This design comes from an exercise in tuning for small area and a short achievable clock period on the open sky130 flow, not from production work. Function was checked by simulation only, so behaviour that the tests miss may differ from the original. Power is estimated from default activity; no workload was simulated.

==> flow/design.v (outline; a module is shown in full before it is edited, if it fits) <==
// module fir_ntap_stream: 4349 lines
// module fir_fa: 10 lines
// module fir_xor3: 8 lines
// module fir_xor2: 7 lines
// module fir_maj3: 8 lines
// module fir_ha_n: 9 lines
// module fir32_top: 33 lines
module fir32_top (
    input  logic        clk,
    input  logic        rst,
    input  logic        clear,
    input  logic        in_valid,
    input  logic [7:0]  xin,
    input  logic        coef_we,
    input  logic [4:0]  coef_addr,
    input  logic [7:0]  coef_data,
    output logic        out_valid,
    output logic [14:0] y,
    output logic        sat
);
  // ...
==> flow/run.sh <==
#!/bin/bash
# synth_recipe.tcl (not shown) runs the flow's synth.tcl, then flattens the netlist and writes it again
# the make line also repeats each setting of config.mk as NAME=value (left out here)
make -C /OpenROAD-flow-scripts/flow DESIGN_CONFIG=/design/flow/config.mk WORK_HOME=/design/flow/orfs CLKGATE_MAP_FILE= SYNTH_SCRIPT=/design/flow/synth_recipe.tcl finish
==> flow/config.mk <==
export PLATFORM = sky130hd
export DESIGN_NAME = fir32_top
export DESIGN_NICKNAME = fir32_top
export VERILOG_FILES = /design/flow/design.v
export SDC_FILE = /design/flow/constraint.sdc
export NUM_CORES = 4
export LEC_CHECK = 0
export CAP_MARGIN = 20
export CORE_MARGIN = 2
export CORE_UTILIZATION = 45
export CTS_CLUSTER_DIAMETER = 80
export CTS_CLUSTER_SIZE = 24
export SLEW_MARGIN = 70
export SYNTH_HIERARCHICAL = 1
==> flow/constraint.sdc <==
create_clock -name core_clock -period 11.0 [get_ports {clk}]
set_input_delay 2.2000 -clock core_clock [delete_from_list [all_inputs] [get_ports {clk}]]
set_output_delay 2.2000 -clock core_clock [all_outputs]
set_load 0.01 [all_outputs]
==> metrics.cfg, run 1 <==
[status]
status=finished clean

[hold_path]
hp-class=register to register
worstHoldStart=u_fir.v1_q$_DFF_PN0_

[synth]
yosysWarnings=9
synthXorXnorAreaFrac_pct=6.47
ys_seq_area_share_pct=21.8
synth_most_common_cell=nand2_1
synthesis.area_um2=78700
async_flop_share_pct=70.9

[detailed_routing]
detail-route-antenna-nets=0
dr_wl_met2_um=163000

[place]
port_buffers=42
dp_slack_ns=6.57

[critical_path]
crit_path_max_incr_delay_ns=0.73
criticalPathCategory=register to register
worst_path_max_delay_cell=fa_1
cp.depth=7
reg2reg_from=u_fir.c_q[10][0]$_DFFE_PN1P_
arrival_ns=5.12
worst_setup_path_start_kind=register
reg2reg_setup_slack_ns=6.47

[cts]
post_cts_buffers=0

[layout]
n_sequential_cell=726
top_area_cell_class=multi-input combinational cells
n_all_inverters=89
multi_input_gates=5222

[flow_run]
maxCapViolCount=0

[die]
taps=2325
dieWidth_um=422
die_h_um=422

[power_and_ir_drop]
p_seq_w=0.00364
swShare_pct=36.6
comb_cell_power_w=0.00109

[global_route]
grt_max_degree=59
antenna_found_initial=32
grt_use_met3_pct=9.77

[timing]
slew_viol_final=0
fmax_ghz=0.221

==> inputs of run 2 (changes only) <==
--- a/flow/config.mk
+++ b/flow/config.mk
@@ -7,3 +7,3 @@
 export LEC_CHECK = 0
-export CAP_MARGIN = 20
+export CAP_MARGIN = 75
 export CORE_MARGIN = 2
==> run 2 against run 1 <==
Compared with the run above: hold slack about the same; routed wire length grew 0.60%; design area grew 2.9%; sequential share of layout area fell by 0.70 points; first-iteration DRC count increased by 7.4%; total power increased by 2.9%; sequential cell count stayed put; count of clock-buffer cells in the layout decreased by 4; worst setup slack better by 0.020 ns; via count grew 3.0%; clock skew is 0.0066 ns higher; highest routed layer unchanged.
==> metrics.cfg, run 2 <==
[synth]
syn_avg_cell_area_um2=11.8
ys_seq_elements=726
synth_ff_type=dfrtp_1
synth_top_area_cell=fa_1
async_flop_share_pct=70.9  ; unchanged
synth_cell_types=53
synthesis.area_um2=78700  ; unchanged
ys_seq_area_share_pct=21.8  ; unchanged
synth_area_leaders=fa_1 46%, dfrtp_1 15%, nand2_1 9.8%
synth-edff-count=0
synth_nets=8503
synth_most_common_cell=nand2_1
netlist_instances=6646
yosysWarnings=9  ; unchanged
synthTopCellsByCount=2065 x nand2_1, 1801 x fa_1, 552 x clkbuf_1
synthDominantCellAreaShare_pct=45.8

[critical_path]
arrival_ns=5.12  ; about the same
worstPathMaxFanout=7
r2r_end=u_fir.m_q[127]$_DFF_P_
reg2reg_setup_slack_ns=6.49  ; +0.02 ns
reg2reg_depth=8
required_ns=11.62
crit_path_start=u_fir.x_q[17][4]$_DFFE_PN0P_
reg2reg_from=u_fir.x_q[17][4]$_DFFE_PN0P_
worst_setup_path_start_kind=register
crit_path_end_kind=register
criticalPathCategory=register to register

[power_and_ir_drop]
power.leakage_nw=23.7
power.total_w=0.00735
ir_drop_mv=0.131
p_per_area_nw_per_um2=85.3

[layout]
multiInputGateArea_um2=59200
fin_cells=8966
top_regs=u_fir.c_q (256), u_fir.x_q (256), u_fir.m_q (195)
final_cell_mix=2064 x nand2_1, 1744 x fa_1, 263 x dfrtp_1
drive_gt1_share_pct=21.0
seqCellArea_um2=17400
fillerInstances=15700
area_growth_pct=9.55
layout.cells.most_common=nand2_1
layout.nets=8443

[cts]
numCtsBuffers=57
cts_tree=built
worst_skew_pair.late_latency_ns=0.80
clock_path_buffers=3
ctsHtreeMaxLevel=2
cts_hold_buf=0
clock_sinks=726
post_cts_buffers=0  ; unchanged
clockRootBuffer=clkbuf_16
cts-resized-gates=0
clk_pin_slew_ns=0.10

[hold_path]
holdPathStages=1
worstHoldStart=u_fir.v1_q$_DFF_PN0_
hp-class=register to register
holdPathEnd=u_fir.out_valid$_DFF_PN0_

[die]
ios=43
die_h_um=422  ; unchanged
start_util_pct=45.3
dieWidth_um=422  ; unchanged
rows=153
core_area_um2=174000
die-area_um2=178000

[detailed_routing]
drt-total-wl_um=380000
viasPerCell=6.16
avgRoutedWirePerCell_um=42.4
vias=55200
drcViolationCount=0
firstDrtPassIters=6
drtIter0Drc=7876
detail-route-antenna-nets=0  ; unchanged

[place]
port_buffers=42  ; unchanged
dpl.hpwl_um=324000
place_inst=8749
place.gp.congestion=1.12

[timing]
rsz0062_at_grt=false
finalHoldViolCount=0
tns_ns=0
fmax_ghz=0.222  ; +0.45%
fin_crit_sh_pct=41.0
slew_headroom_pct=70.1
clock_skew_ns=0.0535
setup_violations=0
tightest_slew_ns=0.448
min_period_ns=4.51
slew_viol_final=0  ; unchanged

[global_route]
grt_max_degree=59  ; unchanged
grt.overflow.total=0
grt_pass1_vias=57200
track_usage_pct=43.3
antenna_found_initial=27  ; -16%
grt_pass1_wl_um=513000

[status]
status=finished clean

[flow_run]
maxCapViolCount=0  ; unchanged

-- run 2: cell counts after synthesis --
Identical to the previous run, type by type.
-- run 2: power breakdown --
group,switching (W),internal [W]
Combinational,0.000874,0.000640
Clock,0.00135,0.00113
Sequential,0.000455,0.00291
-- run 2: layout make-up --
cell class	instances	share of cell area, %
Tap cell	2325	3.37
Multi-Input combinational cell	5222	68.6
Clock inverter	48	0.829
Antenna cell	6	0.0174
Sequential cell	726	20.2
Clock buffer	60	1.69
Inverter	89	0.387
Timing Repair Buffer	490	4.86
-- run 2: worst max path at each step --
stage | to | slack, ns
after floorplan | u_fir.r_q[10]$_DFF_P_ | 7.07
after global placement | u_fir.c_q[12][2]$_DFFE_PN0P_ | 5.81
after detailed placement | u_fir.c_q[31][4]$_DFFE_PN0P_ | 6.43
after CTS | u_fir.m_q[127]$_DFF_P_ | 6.58
after global routing | u_fir.r_q[14]$_DFF_P_ | 6.43
final | u_fir.m_q[127]$_DFF_P_ | 6.49
-- run 2: layer usage --
metal  GRT usage [%]  part of all wire (%)
met5               0                 0.033
met4            29.4                   8.5
met3            10.4                    10
met2            63.2                    43
met1            57.4                    38
-- run 2: per-module statistics from Yosys, one instance, submodules excluded, excerpt --
module	copies in the design	cell area, µm²
fir_xor3	209	23.8
fir_maj3	209	11.3
fir_fa	1801	20.0
fir_ha_n	12	27.5
-- run 2: through the flow --
| step | hold slack (ns) | utilization, % | worst slack, ns | area (µm²) |
|---|---|---|---|---|
| 2_1_floorplan | 0.439 | - | 7.07 | 78700 |
| 3_3_place_gp | 0.452 | 46.0 | 5.81 | 79900 |
| 3_5_place_dp | 0.453 | 47.9 | 6.43 | 83300 |
| 4_1_cts | 0.477 | 49.2 | 6.58 | 85400 |
| 5_1_grt | 0.512 | 49.6 | 6.43 | 86200 |
| 6_report | 0.471 | 49.6 | 6.49 | 86200 |
-- run 2: critical path, cell delays in order, from the launching register on --
cell and delay, ns:
dfrtp_1 0.54, buf_2 0.23, nand2_1 0.08, fa_1 0.50, fa_1 0.70, fa_1 0.60
fa_1 0.55, fa_1 0.61, xor3_1 0.55
-- run 2: cell families after synthesis --
logic type               after synthesis  synth area share, %
AND/OR/NAND/NOR                     2395                 11.7
flip-flops                           726                 21.8
buffers and inverters                698                 3.39
adder cells (fa/ha/maj)             2040                 49.3
multiplexers                         512                 6.92
AO/OA/AOI/OAI                         52                0.434
XOR/XNOR                             223                 6.47
==> inputs of run 3 (changes only) <==
--- a/flow/config.mk
+++ b/flow/config.mk
@@ -7,3 +7,3 @@
 export LEC_CHECK = 0
-export CAP_MARGIN = 75
+export CAP_MARGIN = 60
 export CORE_MARGIN = 2
==> run 3 against run 2 <==
Compared with the run above: still clean on timing, DRC and antenna; synthesized cell count unchanged; global-route usage down 0.19 points; clock skew down 0.012 ns; via count down 1.8%; largest cell class unchanged.
==> metrics.cfg, run 3 <==
[place]
dp_slack_ns=6.57  ; +0.138 ns
post_dp_cell_area_um2=81400  ; -2.3%
dpl.hpwl_um=319000  ; -1.5%
port_buffers=42  ; unchanged
place.gp.congestion=1.12  ; unchanged

[critical_path]
worst-path-buf-inv=0  ; -1
critPathTopFamily=adder cells
crit_path_max_incr_delay_ns=0.89  ; +0.19 ns
r2r_end=u_fir.m_q[170]$_DFF_P_
reg2reg_depth=7  ; -1
required_ns=11.57  ; -0.05 ns
crit_path_end_kind=register
crit_path_start=u_fir.x_q[26][5]$_DFFE_PN0P_
worstPathMaxFanout=10  ; +3
cp.depth=7  ; -1
crit_chain=nand2_1, fa_1, fa_1, fa_1, fa_1, fa_1, xor3_1
worst_setup_path_start_kind=register
critPathMostFrequentCell=fa_1
reg2reg_from=u_fir.x_q[26][5]$_DFFE_PN0P_
arrival_ns=5.11  ; about the same
reg2reg_setup_slack_ns=6.46  ; -0.03 ns
criticalPathCategory=register to register
worst_path_max_delay_cell=fa_1

[cts]
clk_pin_slew_ns=0.10  ; about the same
cts_tree=built
numCtsBuffers=57  ; unchanged
worst_skew_pair.late_latency_ns=0.78  ; -0.02 ns
ctsHtreeMaxLevel=2  ; unchanged
post_cts_buffers=0  ; unchanged
clock_sinks=726  ; unchanged
clock_path_buffers=3  ; unchanged
cts_hold_buf=0  ; unchanged
clockRootBuffer=clkbuf_16
cts-resized-gates=0  ; unchanged

[timing]
tns_ns=0  ; unchanged
rsz0062_at_grt=false
slew_headroom_pct=62.1  ; -8.0 points
timing.final.ws_setup_ns=6.46  ; -0.0332 ns
min_period_ns=4.54  ; +0.0332 ns
tightest_slew_ns=0.567  ; +0.120 ns
fin_crit_sh_pct=41.3  ; +0.30 points
finalHoldViolCount=0  ; unchanged
clock_skew_ns=0.0412  ; -0.0123 ns
slew_viol_final=0  ; unchanged
setup_violations=0  ; unchanged
fmax_ghz=0.220  ; -0.73%

[synth]
synthDominantCellAreaShare_pct=45.8  ; unchanged
synth_top_area_cell=fa_1
yosysWarnings=9  ; unchanged
synth_most_common_cell=nand2_1
synth_area_leaders=fa_1 46%, dfrtp_1 15%, nand2_1 9.8%
async_flop_share_pct=70.9  ; unchanged
syn_avg_cell_area_um2=11.8  ; unchanged
ys_seq_area_share_pct=21.8  ; unchanged
synthesis.area_um2=78700  ; unchanged
synth_cell_types=53  ; unchanged
synth-edff-count=0  ; unchanged
ys_seq_elements=726  ; unchanged
synth_nets=8503  ; unchanged
synthTopCellsByCount=2065 x nand2_1, 1801 x fa_1, 552 x clkbuf_1
synth_ff_type=dfrtp_1
netlist_instances=6646  ; unchanged

[global_route]
grt_pass1_wl_um=508000  ; -0.83%
grt_max_degree=59  ; unchanged
grt_pass1_vias=55800  ; -2.5%
track_usage_pct=43.1  ; -0.19 points
antenna_found_initial=30  ; +11%
grt.overflow.total=0  ; unchanged

[layout]
layout.nets=8071  ; -4.4%
area_growth_pct=6.46
top_regs=u_fir.c_q (256), u_fir.x_q (256), u_fir.m_q (195)
layout.cells.most_common=nand2_1
drive_gt1_share_pct=17.5  ; -3.5 points
final_cell_mix=2064 x nand2_1, 1731 x fa_1, 283 x dfrtp_2
final_core_util_pct=48.2  ; -1.4 points
design_area_um2=83800  ; -2.8%

[detailed_routing]
vias=54200  ; -1.8%
drtIter0Drc=7246  ; -8.0%
drcViolationCount=0  ; unchanged
detail-route-antenna-nets=0  ; unchanged
avgRoutedWirePerCell_um=44.0  ; +3.8%
viasPerCell=6.30  ; +2.3%
firstDrtPassIters=6  ; unchanged
drt-total-wl_um=379000  ; -0.39%

[flow_run]
maxCapViolCount=0  ; unchanged

[die]
die_h_um=422  ; unchanged
die-area_um2=178000  ; unchanged
start_util_pct=45.3  ; unchanged
ios=43  ; unchanged
rows=153  ; unchanged
dieWidth_um=422  ; unchanged
core_area_um2=174000  ; unchanged

[hold_path]
holdPathStages=1  ; unchanged
worstHoldStart=u_fir.v1_q$_DFF_PN0_
holdPathEnd=u_fir.out_valid$_DFF_PN0_
hp-class=register to register

[power_and_ir_drop]
power.leakage_nw=21.8  ; -8.1%
ir_drop_mv=0.151  ; +15%
power.total_w=0.00717  ; -2.4%
p_per_area_nw_per_um2=85.6  ; +0.40%

[status]
status=finished clean

==> run 3: power by group <==
group,internal (W),switching [W]
sequential,0.00290,0.000743
clock,0.00110,0.00134
combinational,0.000525,0.000562
total,0.00453,0.00264
==> run 3: logic make-up (layout without fill, tap and decap cells) <==
family,after synthesis,after routing,synth area share (%)
simple gates,2395,2395,11.7
fa+ha+maj,2040,2040,49.3
flops,726,726,21.8
buf+inv,698,315,3.39
mux,512,512,6.92
xor+xnor,223,223,6.47
compound gates,52,52,0.434
other cells,0,17,0
==> run 3: worst register-to-register path: cells and delay by family, from the launching register on <==
kind	cells	cell delay [ns]
xor gates and xnor gates	1	0.54
and+or+nand+nor	1	0.17
DFF	1	0.62
adders and majority gates	5	3.00
==> run 3: modules after synthesis (local to each module, per instance), excerpt <==
module	cells	flops+latches	area [µm²]
fir_maj3	1	0	11.3
fir_ha_n	5	0	27.5
fir_fa	1	0	20.0
fir_xor3	1	0	23.8
==> run 3: routing by layer <==
layer  global-route usage (%)  wire (µm)
met1                     57.2     143000
met2                     62.6     162000
met3                     10.5      40000
met4                     29.7      33500
met5                        0         90
==> run 3: how the worst max path moves through the flow <==
stage | endpoint | slack (ns)
6_report | u_fir.m_q[170]$_DFF_P_ | 6.46
5_1_grt | u_fir.r_q[10]$_DFF_P_ | 6.40
4_1_cts | u_fir.r_q[10]$_DFF_P_ | 6.56
3_5_place_dp | u_fir.c_q[8][4]$_DFFE_PN0P_ | 6.57
3_3_place_gp | u_fir.c_q[12][2]$_DFFE_PN0P_ | 5.81
2_1_floorplan | u_fir.r_q[10]$_DFF_P_ | 7.07
==> run 3: stage by stage <==
step / std cells / hold WS (ns)
after detailed placement: 8476 / 0.454
final: 8605 / 0.471
after CTS: 8584 / 0.477
after floorplan: 6646 / 0.439
after global placement: 8421 / 0.452
after global routing: 8589 / 0.511
==> run 3: cell type report <==
type                       count  area, µm²
inverter                      89        334
multi-input combinational   5222      59200
fill                       15800      90000
antenna                       17       42.5
clock inverter                46        704
tap                         2325       2910
sequential                   726      17500
timing repair buffer         118       1600
clock buffer                  62       1470
==> inputs of run 4 (changes only) <==
--- a/flow/config.mk
+++ b/flow/config.mk
@@ -12,2 +12,3 @@
 export CTS_CLUSTER_SIZE = 24
+export GPL_ROUTABILITY_DRIVEN = 0
 export SLEW_MARGIN = 70
==> run 4 against run 3 <==
Compared with the run above: still clean; sequential power decreased by 1%; critical path type unchanged; total power decreased by 3.4%; synthesized cell count unchanged; worst setup slack improved by 0.028 ns; die area unchanged.
==> metrics.cfg, run 4 <==
[timing]
fmax_ghz=0.222  ; +0.61%
min_period_ns=4.51  ; -0.0277 ns
rsz0062_at_grt=false
tns_ns=0  ; unchanged
tightest_slew_ns=0.550  ; -0.0176 ns
slew_viol_final=0  ; unchanged
fin_crit_sh_pct=41.0  ; -0.25 points
setup_violations=0  ; unchanged
clock_skew_ns=0.0495  ; +0.00830 ns
finalHoldViolCount=0  ; unchanged
slew_headroom_pct=63.2  ; +1.1 points

[critical_path]
worstPathMaxFanout=10  ; unchanged
worst_setup_path_start_kind=register
worst_path_max_delay_cell=fa_1
required_ns=11.59  ; +0.02 ns
reg2reg_from=u_fir.x_q[15][4]$_DFFE_PN0P_
reg2reg_setup_slack_ns=6.49  ; +0.03 ns
critPathMostFrequentCell=fa_1
criticalPathCategory=register to register
crit_path_max_incr_delay_ns=0.85  ; -0.04 ns
worst-path-buf-inv=0  ; unchanged
r2r_end=u_fir.m_q[89]$_DFF_P_
arrival_ns=5.10  ; about the same
crit_path_end_kind=register
crit_chain=nand2_1, fa_1, fa_1, fa_1, fa_1, fa_1, xor3_1
reg2reg_depth=7  ; unchanged
critPathTopFamily=adder cells

[detailed_routing]
firstDrtPassIters=12  ; +6
drt-total-wl_um=331000  ; -13%
viasPerCell=6.29  ; -0.21%
drcViolationCount=0  ; unchanged
drtIter0Drc=8326  ; +15%
detail-route-antenna-nets=0  ; unchanged
avgRoutedWirePerCell_um=38.5  ; -12%
vias=54000  ; -0.46%

[power_and_ir_drop]
power.leakage_nw=21.7  ; -0.56%
p_per_area_nw_per_um2=83.1  ; -2.9%
ir_drop_mv=0.113  ; -25%

[die]
rows=153  ; unchanged
die_h_um=422  ; unchanged
ios=43  ; unchanged
dieWidth_um=422  ; unchanged
die-area_um2=178000  ; unchanged
start_util_pct=45.3  ; unchanged
core_area_um2=174000  ; unchanged

[layout]
fillerInstances=15600  ; -1.1%
final_cell_mix=2062 x nand2_1, 1722 x fa_1, 261 x dfrtp_2
layout.nets=8061  ; -0.12%
layout.cells.most_common=nand2_1
final_core_util_pct=47.9  ; -0.26 points
top_regs=u_fir.c_q (256), u_fir.x_q (256), u_fir.m_q (195)
drive_gt1_share_pct=17.1  ; -0.38 points
area_growth_pct=5.87

[place]
port_buffers=42  ; unchanged
dpl.hpwl_um=273000  ; -14%

[global_route]
grt_pass1_wl_um=458000  ; -9.9%
grt_pass1_vias=55700  ; -0.090%
grt.overflow.total=0  ; unchanged
grt_max_degree=68  ; +15%
track_usage_pct=37.6  ; -5.5 points
antenna_found_initial=23  ; -23%

[cts]
cts_tree=built
numCtsBuffers=52  ; -8.8%
ctsHtreeMaxLevel=2  ; unchanged
cts-resized-gates=0  ; unchanged
clk_pin_slew_ns=0.09  ; about the same
clock_sinks=726  ; unchanged
cts_hold_buf=0  ; unchanged
clockRootBuffer=clkbuf_16
post_cts_buffers=0  ; unchanged
worst_skew_pair.late_latency_ns=0.74  ; -0.04 ns
clock_path_buffers=3  ; unchanged

[hold_path]
worstHoldStart=u_fir.v1_q$_DFF_PN0_
holdPathEnd=u_fir.out_valid$_DFF_PN0_
hp-class=register to register
holdPathStages=1  ; unchanged

[synth]
netlist_instances=6646  ; unchanged
synth_ff_type=dfrtp_1
async_flop_share_pct=70.9  ; unchanged
ys_seq_elements=726  ; unchanged
synth-edff-count=0  ; unchanged
ys_seq_area_share_pct=21.8  ; unchanged
synth_top_area_cell=fa_1
synth_most_common_cell=nand2_1
synth_cell_types=53  ; unchanged
synth_area_leaders=fa_1 46%, dfrtp_1 15%, nand2_1 9.8%
yosysWarnings=9  ; unchanged
synthDominantCellAreaShare_pct=45.8  ; unchanged
syn_avg_cell_area_um2=11.8  ; unchanged
synthesis.area_um2=78700  ; unchanged
synth_nets=8503  ; unchanged
synthTopCellsByCount=2065 x nand2_1, 1801 x fa_1, 552 x clkbuf_1

[flow_run]
maxCapViolCount=0  ; unchanged

[status]
status=finished clean

==> run 4: area by class of cell <==
| type | instances | area, µm² | share of cell area (%) |
|---|---|---|---|
| inverters | 89 | 334 | 0.401 |
| flip-flops and latches | 726 | 17500 | 21.0 |
| well taps | 2325 | 2910 | 3.49 |
| clock buffers | 60 | 1360 | 1.64 |
| clock inverters | 36 | 539 | 0.647 |
| diodes | 12 | 30.0 | 0.0360 |
| multi-input cells | 5222 | 59200 | 71.1 |
| repair buffers | 113 | 1430 | 1.72 |
==> run 4: worst reg2reg max path: stages, from the launching register on <==
cell and delay [ns]:
dfrtp_1 0.62, nand2_1 0.15, fa_1 0.49, fa_1 0.69, fa_1 0.64, fa_1 0.85
fa_1 0.55, xor3_1 0.42
==> run 4: cell families after synthesis <==
kind of cell / after synthesis / share of synthesized area (%)
and+or+nand+nor: 2395 / 11.7
DFF: 726 / 21.8
AOI/OAI and AO/OA: 52 / 0.434
muxes: 512 / 6.92
xor gates and xnor gates: 223 / 6.47
buffers and inverters: 698 / 3.39
adders and majority gates: 2040 / 49.3
==> run 4: worst max path at each step <==
stage	slack (ns)	startpoint	endpoint	cells past startpoint
after floorplan	7.07	u_fir.m_q[100]$_DFF_P_	u_fir.r_q[10]$_DFF_P_	14
after global placement	5.86	coef_addr[1]	u_fir.c_q[6][2]$_DFFE_PN0P_	4
after detailed placement	6.49	coef_we	u_fir.c_q[19][5]$_DFFE_PN0P_	5
after CTS	6.55	u_fir.x_q[15][6]$_DFFE_PN0P_	u_fir.m_q[69]$_DFF_P_	7
after global routing	6.39	u_fir.m_q[100]$_DFF_P_	u_fir.r_q[10]$_DFF_P_	13
final	6.49	u_fir.x_q[15][4]$_DFFE_PN0P_	u_fir.m_q[89]$_DFF_P_	7
==> run 4: Yosys stat by module (local to each module, per instance), a selection <==
module    flip-flops and latches  times used  cells
fir_maj3                       0         209      1
fir_xor3                       0         209      1
fir_fa                         0        1801      1
fir_ha_n                       0          12      5
==> run 4: where the power goes <==
part	internal, W	switching [W]
clock network	0.00104	0.00122
registers	0.00290	0.000709
logic	0.000521	0.000541
total	0.00446	0.00247
==> run 4: per-stage QoR <==
step / total power [W] / cell area (µm²) / setup slack [ns] / cells / hold WS (ns)
floorplan: 0.00404 / 78700 / 7.07 / 6646 / 0.439
global placement: 0.00458 / 79800 / 5.86 / 8423 / 0.455
detailed placement: 0.00464 / 81100 / 6.49 / 8468 / 0.463
CTS: 0.00687 / 83000 / 6.55 / 8564 / 0.490
global route: 0.00712 / 83300 / 6.39 / 8574 / 0.538
finish: 0.00693 / 83300 / 6.49 / 8583 / 0.483
==> run 4: layer usage <==
metal	GRT usage, %	part of all wire, %
met1	44.6	33
met2	50.0	39
met3	21.2	17
met4	28.5	10
met5	2.72	0.21

separate check: timing with driven ports:
The flow's constraints put no driver on any port. The routed layouts listed below were extracted and timed again, unchanged, in two steps. Step 1 (the two cells are an assumption about what drives the block):
set clk [get_ports {clk}]
set_driving_cell -lib_cell sky130_fd_sc_hd__clkbuf_16 $clk
set_driving_cell -lib_cell sky130_fd_sc_hd__buf_2 [delete_from_list [all_inputs] $clk]
Step 2 moves the port delays by t, midway between the first and last clock arrival at a register: inputs arrive t later, outputs are due t later. That takes back most of the time a late clock gives input paths. a / b / c = ideal / step 1 / step 2; a / b = the first two.
| run | shift t [ns] | setup WS [ns] | worst setup path after step 2 | latest minus earliest clock arrival (ns) |
|---|---|---|---|---|
| run 1 | 0.840 | 6.474 / 6.474 / 6.474 | register to register | 0.047 / 0.046 |
| run 2 | 0.860 | 6.494 / 6.494 / 6.404 | input to register | 0.054 / 0.054 |
| run 3 | 0.848 | 6.461 / 6.461 / 6.461 | register to register | 0.042 / 0.042 |
| run 4 | 0.801 | 6.489 / 6.489 / 6.398 | input to register | 0.059 / 0.059 |
After both steps setup and hold are still met in every run listed. For run 4, which loses most, drivers alone change the setup slack by 0.000 ns; drivers and shift together by -0.091 ns.
